What follows belongs to an exercise in optimizing a design on an open flow for small area, a short achievable clock period and few clock cycles per item; a production flow would make more cautious choices.
Where RTL was checked, it was by simulation tests only, not by an equivalence proof against the original.

Setup of run a:
==> flow/design.v <==
package maxpool_pkg;
  localparam int DATA_WIDTH = 32;
  typedef logic signed [DATA_WIDTH-1:0] elem_t;   
  typedef logic [15:0] count_t;                    
  localparam int AXIL_ADDR_WIDTH = 6;
  localparam int AXIL_DATA_WIDTH = 32;
  typedef logic [AXIL_ADDR_WIDTH-1:0] axil_addr_t;
  typedef logic [AXIL_DATA_WIDTH-1:0] axil_data_t;
  localparam axil_addr_t ADDR_CTRL    = 6'h00;   
  localparam axil_addr_t ADDR_IER     = 6'h04;   
  localparam axil_addr_t ADDR_WINDOWS = 6'h10;   
  localparam int CTRL_START_BIT = 0;
  localparam int CTRL_DONE_BIT  = 1;
  localparam int CTRL_IDLE_BIT  = 2;
endpackage
`timescale 1ns/1ps
module maxpool_control_s_axi (
  input  logic                    ap_clk,
  input  logic                    areset,
  input  logic                    awvalid,
  output logic                    awready,
  input  maxpool_pkg::axil_addr_t awaddr,
  input  logic                    wvalid,
  output logic                    wready,
  input  maxpool_pkg::axil_data_t wdata,
  input  logic [3:0]              wstrb,
  output logic                    bvalid,
  input  logic                    bready,
  output logic [1:0]              bresp,
  input  logic                    arvalid,
  output logic                    arready,
  input  maxpool_pkg::axil_addr_t araddr,
  output logic                    rvalid,
  input  logic                    rready,
  output maxpool_pkg::axil_data_t rdata,
  output logic [1:0]              rresp,
  input  logic                    job_done,     
  output logic                    job_start,    
  output maxpool_pkg::count_t     job_windows,
  output logic                    interrupt
);
  logic       wr_idle;      
  logic       rd_idle;      
  logic       wr_hs;        
  logic       ar_hs;
  logic       busy;         
  logic       done;         
  logic       ier;
  logic       ier_nxt;
  logic       done_nxt;
  logic [2:0] rd_lo;        
  logic       rd_win;       
  assign awready = wr_idle;
  assign wready  = wr_idle;
  assign bresp   = 2'b00;
  assign wr_hs   = wr_idle && awvalid && wvalid;
  always_ff @(posedge ap_clk) begin
    if (areset) begin
      wr_idle <= 1'b1;
      bvalid  <= 1'b0;
    end else if (wr_hs) begin
      wr_idle <= 1'b0;
      bvalid  <= 1'b1;
    end else if (bvalid && bready) begin
      wr_idle <= 1'b1;
      bvalid  <= 1'b0;
    end
  end
  always_ff @(posedge ap_clk) begin
    if (areset) begin
      job_windows <= '0;
    end else if (wr_hs && awaddr == maxpool_pkg::ADDR_WINDOWS) begin
      if (wstrb[0]) job_windows[7:0]  <= wdata[7:0];
      if (wstrb[1]) job_windows[15:8] <= wdata[15:8];
    end
  end
  assign ier_nxt  = (wr_hs && awaddr == maxpool_pkg::ADDR_IER && wstrb[0]) ? wdata[0] : ier;
  assign done_nxt = job_done || (done && !(ar_hs && araddr == maxpool_pkg::ADDR_CTRL));
  always_ff @(posedge ap_clk) begin
    if (areset) begin
      ier       <= 1'b0;
      done      <= 1'b0;
      busy      <= 1'b0;
      job_start <= 1'b0;
      interrupt <= 1'b0;
    end else begin
      ier       <= ier_nxt;
      done      <= done_nxt;
      interrupt <= ier_nxt && done_nxt;
      job_start <= wr_hs && awaddr == maxpool_pkg::ADDR_CTRL && wstrb[0] &&
                   wdata[maxpool_pkg::CTRL_START_BIT] && !busy;
      if (job_done) busy <= 1'b0;
      else if (job_start) busy <= 1'b1;
    end
  end
  assign arready = rd_idle;
  assign rresp   = 2'b00;
  assign ar_hs   = rd_idle && arvalid;
  always_ff @(posedge ap_clk) begin
    if (areset) begin
      rd_idle <= 1'b1;
      rvalid  <= 1'b0;
    end else if (ar_hs) begin
      rd_idle <= 1'b0;
      rvalid  <= 1'b1;
    end else if (rvalid && rready) begin
      rd_idle <= 1'b1;
      rvalid  <= 1'b0;
    end
  end
  always_ff @(posedge ap_clk) begin
    if (ar_hs) begin
      rd_win <= (araddr == maxpool_pkg::ADDR_WINDOWS);
      case (araddr)
        maxpool_pkg::ADDR_CTRL:    rd_lo <= {!busy && !job_start, done, busy || job_start};
        maxpool_pkg::ADDR_IER:     rd_lo <= {2'b00, ier};
        maxpool_pkg::ADDR_WINDOWS: rd_lo <= job_windows[2:0];
        default:                   rd_lo <= 3'b000;
      endcase
    end
  end
  assign rdata = {16'b0, job_windows[15:3] & {13{rd_win}}, rd_lo};
endmodule
`timescale 1ns/1ps
module maxpool_window (
  input  logic                ap_clk,
  input  logic                areset,
  input  logic                job_start,
  input  maxpool_pkg::count_t job_windows,
  input  logic                in_tvalid,
  output logic                in_tready,
  input  maxpool_pkg::elem_t  in_tdata,
  output logic                pool_tvalid,
  input  logic                pool_tready,    
  input  logic                pool_room_nxt,  
  output maxpool_pkg::elem_t  pool_tdata,
  output logic                job_done
);
  logic [17:0]        rem;         
  logic [17:0]        rem_nxt;
  logic               in_hs;
  logic               first;       
  logic               last_win;    
  logic               last_job;    
  logic               full_nxt;
  logic               hold_nxt;
  maxpool_pkg::elem_t run_max;
  logic               gt;          
  logic               load;
  logic [31:0] a_u, b_u;
  logic [31:0] g0, e0;
  logic [15:0] g1, e1;
  logic [7:0]  g2, e2;
  logic [3:0]  g3, e3;
  logic [1:0]  g4, e4;
  assign a_u = {~in_tdata[31], in_tdata[30:0]};
  assign b_u = {~run_max[31], run_max[30:0]};
  assign g0  = a_u & ~b_u;
  assign e0  = ~(a_u ^ b_u);
  for (genvar i = 0; i < 16; i++) begin : g_l1
    assign g1[i] = g0[2*i+1] | (e0[2*i+1] & g0[2*i]);
    assign e1[i] = e0[2*i+1] & e0[2*i];
  end
  for (genvar i = 0; i < 8; i++) begin : g_l2
    assign g2[i] = g1[2*i+1] | (e1[2*i+1] & g1[2*i]);
    assign e2[i] = e1[2*i+1] & e1[2*i];
  end
  for (genvar i = 0; i < 4; i++) begin : g_l3
    assign g3[i] = g2[2*i+1] | (e2[2*i+1] & g2[2*i]);
    assign e3[i] = e2[2*i+1] & e2[2*i];
  end
  for (genvar i = 0; i < 2; i++) begin : g_l4
    assign g4[i] = g3[2*i+1] | (e3[2*i+1] & g3[2*i]);
    assign e4[i] = e3[2*i+1] & e3[2*i];
  end
  assign gt   = g4[1] | (e4[1] & g4[0]);
  assign load = in_hs && (first || gt);
  assign in_hs    = in_tvalid && in_tready;
  assign first    = (rem[1:0] == 2'd0);
  assign last_win = (rem[1:0] == 2'd1);
  assign last_job = (rem == 18'd1);
  assign job_done = (in_hs && last_job) || (job_start && job_windows == '0);
  assign pool_tdata = run_max;
  always_comb begin
    rem_nxt = rem;
    if (job_start) rem_nxt = {job_windows, 2'b00};
    else if (in_hs) rem_nxt = rem - 18'd1;
  end
  assign full_nxt = (in_hs && last_win) || (pool_tvalid && !pool_tready);
  assign hold_nxt = full_nxt && !pool_room_nxt;
  always_ff @(posedge ap_clk) begin
    if (areset) begin
      rem         <= '0;
      pool_tvalid <= 1'b0;
      in_tready   <= 1'b0;
    end else begin
      rem         <= rem_nxt;
      pool_tvalid <= full_nxt;
      in_tready   <= (rem_nxt != '0) && !(rem_nxt[1:0] == 2'd0 && hold_nxt);
    end
  end
  always_ff @(posedge ap_clk) begin
    if (load) run_max <= in_tdata;
  end
endmodule
`timescale 1ns/1ps
module maxpool_out_fifo #(
  parameter int FIFO_DEPTH = 16
) (
  input  logic               ap_clk,
  input  logic               areset,
  input  logic               pool_tvalid,
  output logic               pool_tready,    
  output logic               pool_room_nxt,  
  input  maxpool_pkg::elem_t pool_tdata,
  output logic               out_tvalid,
  input  logic               out_tready,
  output maxpool_pkg::elem_t out_tdata
);
  localparam int RING  = FIFO_DEPTH - 2;
  localparam int POS_W = $clog2(RING);
  localparam int CNT_W = $clog2(RING + 1);
  localparam logic [POS_W-1:0] LAST = POS_W'(RING - 1);
  maxpool_pkg::elem_t ring [RING];
  logic [CNT_W-1:0]   count;       
  logic [POS_W-1:0]   new_pos;     
  logic [POS_W-1:0]   old_pos;     
  logic [POS_W-1:0]   new_pos_inc;
  logic [POS_W-1:0]   old_pos_inc;
  logic               empty;
  logic               wr_en;
  logic               head_free;
  logic               take_ring;   
  logic               to_head;     
  logic               ring_wr;     
  assign empty       = (count == '0);
  assign pool_tready = empty || (count != CNT_W'(RING) && new_pos == '0);
  assign pool_room_nxt = empty ||
                         (wr_en && count < CNT_W'(RING - 1)) ||
                         (!wr_en && new_pos == LAST && count != CNT_W'(RING));
  assign wr_en       = pool_tvalid && pool_tready;
  assign head_free   = !out_tvalid || out_tready;
  assign take_ring   = head_free && !empty && (old_pos == LAST);
  assign to_head     = head_free && empty;
  assign ring_wr     = wr_en && !to_head;
  assign new_pos_inc = (new_pos == LAST) ? {POS_W{1'b0}} : new_pos + 1'b1;
  assign old_pos_inc = (old_pos == LAST) ? {POS_W{1'b0}} : old_pos + 1'b1;
  always_ff @(posedge ap_clk) begin
    if (areset) begin
      count      <= '0;
      new_pos    <= '0;
      old_pos    <= '0;
      out_tvalid <= 1'b0;
    end else begin
      case ({ring_wr, take_ring})
        2'b10:   count <= count + 1'b1;
        2'b01:   count <= count - 1'b1;
        default: count <= count;
      endcase
      new_pos <= ring_wr ? {POS_W{1'b0}} : new_pos_inc;
      if (ring_wr && (empty || (count == CNT_W'(1) && take_ring))) old_pos <= '0;
      else if (!take_ring) old_pos <= old_pos_inc;
      out_tvalid <= take_ring || (to_head && wr_en) || (out_tvalid && !out_tready);
    end
  end
  always_ff @(posedge ap_clk) begin
    ring[0] <= wr_en ? pool_tdata : ring[RING-1];
    for (int i = 1; i < RING; i++) ring[i] <= ring[i-1];
    if (head_free) out_tdata <= empty ? pool_tdata : ring[RING-1];
  end
endmodule
`timescale 1ns/1ps
module krnl_maxpool #(
  parameter int FIFO_DEPTH = 16    
) (
  input  logic                    ap_clk,
  input  logic                    areset,
  input  logic                    s_axi_control_awvalid,
  output logic                    s_axi_control_awready,
  input  maxpool_pkg::axil_addr_t s_axi_control_awaddr,
  input  logic                    s_axi_control_wvalid,
  output logic                    s_axi_control_wready,
  input  maxpool_pkg::axil_data_t s_axi_control_wdata,
  input  logic [3:0]              s_axi_control_wstrb,
  output logic                    s_axi_control_bvalid,
  input  logic                    s_axi_control_bready,
  output logic [1:0]              s_axi_control_bresp,
  input  logic                    s_axi_control_arvalid,
  output logic                    s_axi_control_arready,
  input  maxpool_pkg::axil_addr_t s_axi_control_araddr,
  output logic                    s_axi_control_rvalid,
  input  logic                    s_axi_control_rready,
  output maxpool_pkg::axil_data_t s_axi_control_rdata,
  output logic [1:0]              s_axi_control_rresp,
  output logic                    interrupt,
  input  logic                    in_tvalid,
  output logic                    in_tready,
  input  maxpool_pkg::elem_t      in_tdata,
  output logic                    out_tvalid,
  input  logic                    out_tready,
  output maxpool_pkg::elem_t      out_tdata
);
  logic                job_start;
  logic                job_done;
  maxpool_pkg::count_t job_windows;
  logic                pool_tvalid;
  logic                pool_tready;
  logic                pool_room_nxt;
  maxpool_pkg::elem_t  pool_tdata;
  maxpool_control_s_axi u_control (
    .ap_clk      (ap_clk),
    .areset      (areset),
    .awvalid     (s_axi_control_awvalid),
    .awready     (s_axi_control_awready),
    .awaddr      (s_axi_control_awaddr),
    .wvalid      (s_axi_control_wvalid),
    .wready      (s_axi_control_wready),
    .wdata       (s_axi_control_wdata),
    .wstrb       (s_axi_control_wstrb),
    .bvalid      (s_axi_control_bvalid),
    .bready      (s_axi_control_bready),
    .bresp       (s_axi_control_bresp),
    .arvalid     (s_axi_control_arvalid),
    .arready     (s_axi_control_arready),
    .araddr      (s_axi_control_araddr),
    .rvalid      (s_axi_control_rvalid),
    .rready      (s_axi_control_rready),
    .rdata       (s_axi_control_rdata),
    .rresp       (s_axi_control_rresp),
    .job_done    (job_done),
    .job_start   (job_start),
    .job_windows (job_windows),
    .interrupt   (interrupt)
  );
  maxpool_window u_window (
    .ap_clk        (ap_clk),
    .areset        (areset),
    .job_start     (job_start),
    .job_windows   (job_windows),
    .in_tvalid     (in_tvalid),
    .in_tready     (in_tready),
    .in_tdata      (in_tdata),
    .pool_tvalid   (pool_tvalid),
    .pool_tready   (pool_tready),
    .pool_room_nxt (pool_room_nxt),
    .pool_tdata    (pool_tdata),
    .job_done      (job_done)
  );
  maxpool_out_fifo #(
    .FIFO_DEPTH (FIFO_DEPTH)
  ) u_out_fifo (
    .ap_clk        (ap_clk),
    .areset        (areset),
    .pool_tvalid   (pool_tvalid),
    .pool_tready   (pool_tready),
    .pool_room_nxt (pool_room_nxt),
    .pool_tdata    (pool_tdata),
    .out_tvalid    (out_tvalid),
    .out_tready    (out_tready),
    .out_tdata     (out_tdata)
  );
endmodule
clock: 3.8 ns
lec_check: 0
cap_margin: 20
core_margin: 2
core_utilization: 40
setup_slack_margin: 1.5
slew_margin: 20
run.sh (not shown) runs the stock make flow with config.mk's settings and CLKGATE_MAP_FILE= SYNTH_SCRIPT=/design/flow/synth_recipe.tcl, a recipe that flattens the netlist after the stock synthesis.
Testbench counts of run a, summed over its fixed seeds: cycles 8,364, items 2,035.
## Diff of input files: run b against run a
==> flow/design.v, changed modules only <==
module maxpool_window (
  input  logic                ap_clk,
  input  logic                areset,
  input  logic                job_start,
  input  maxpool_pkg::count_t job_windows,
  input  logic                in_tvalid,
  output logic                in_tready,
  input  maxpool_pkg::elem_t  in_tdata,
  output logic                pool_tvalid,
  input  logic                pool_tready,    
  input  logic                pool_room_nxt,  
  output maxpool_pkg::elem_t  pool_tdata,
  output logic                job_done
);
  logic [17:0]        rem;         
  logic [17:0]        rem_nxt;
  logic               in_hs;
  logic               first;       
  logic               last_win;    
  logic               last_job;    
  logic               full_nxt;
  logic               hold_nxt;
  maxpool_pkg::elem_t run_max;
  assign in_hs    = in_tvalid && in_tready;
  assign first    = (rem[1:0] == 2'd0);
  assign last_win = (rem[1:0] == 2'd1);
  assign last_job = (rem == 18'd1);
  assign job_done = (in_hs && last_job) || (job_start && job_windows == '0);
  assign pool_tdata = run_max;
  always_comb begin
    rem_nxt = rem;
    if (job_start) rem_nxt = {job_windows, 2'b00};
    else if (in_hs) rem_nxt = rem - 18'd1;
  end
  assign full_nxt = (in_hs && last_win) || (pool_tvalid && !pool_tready);
  assign hold_nxt = full_nxt && !pool_room_nxt;
  always_ff @(posedge ap_clk) begin
    if (areset) begin
      rem         <= '0;
      pool_tvalid <= 1'b0;
      in_tready   <= 1'b0;
    end else begin
      rem         <= rem_nxt;
      pool_tvalid <= full_nxt;
      in_tready   <= (rem_nxt != '0) && !(rem_nxt[1:0] == 2'd0 && hold_nxt);
    end
  end
  always_ff @(posedge ap_clk) begin
    if (in_hs && (first || in_tdata > run_max)) run_max <= in_tdata;
  end
endmodule
Results
In summary, run b completed successfully, with a layout that passed the timing, design-rule and antenna checks. Between run a and run b, utilization after layout decreased. Worst hold slack after final layout: run b vs run a down 11 ps. | upper clock frequency limit | run b vs run a | worse |. Run b vs run a on largest fanout on the critical path: run b is the higher one. Run a reports its first element of the critical path as in_tdata[5] while run b reports in_tdata[24]. Run b against run a: final area fell by 0.37%; total of plain and repair buffers excluding clock buffers went down by 6; core outline area essentially unchanged; clock-buffer cell count rose 1.3%.
For run b, only the layout was checked, not whether the RTL still works.

-- re-timing with driven ports --
Ports are ideal in the flow. The routed layouts listed here were re-timed in OpenROAD. Step 1 assumes that a clkbuf_16 drives the clock port and a buf_2 every other input. Step 2 also shifts input and output timing later by t, the mid clock arrival at the registers, as if the neighbouring blocks saw the same clock. Three values: no drivers, after step 1, after step 2; two values: the first two.
run	t (ns)	setup slack, ns	hold WS [ns]	clock arrival spread, ns	worst slew at a driven data input, ns
run a	0.622	1.460 / 1.455 / 0.856	0.320 / 0.320 / 0.320	0.013 / 0.014	0.06
run b	0.640	1.153 / 1.173 / 0.533	0.308 / 0.308 / 0.308	0.028 / 0.028	0.09
After both steps setup and hold are still met in every run listed. For run b, which loses most, drivers alone change the setup slack by +0.020 ns; drivers and shift together by -0.620 ns.
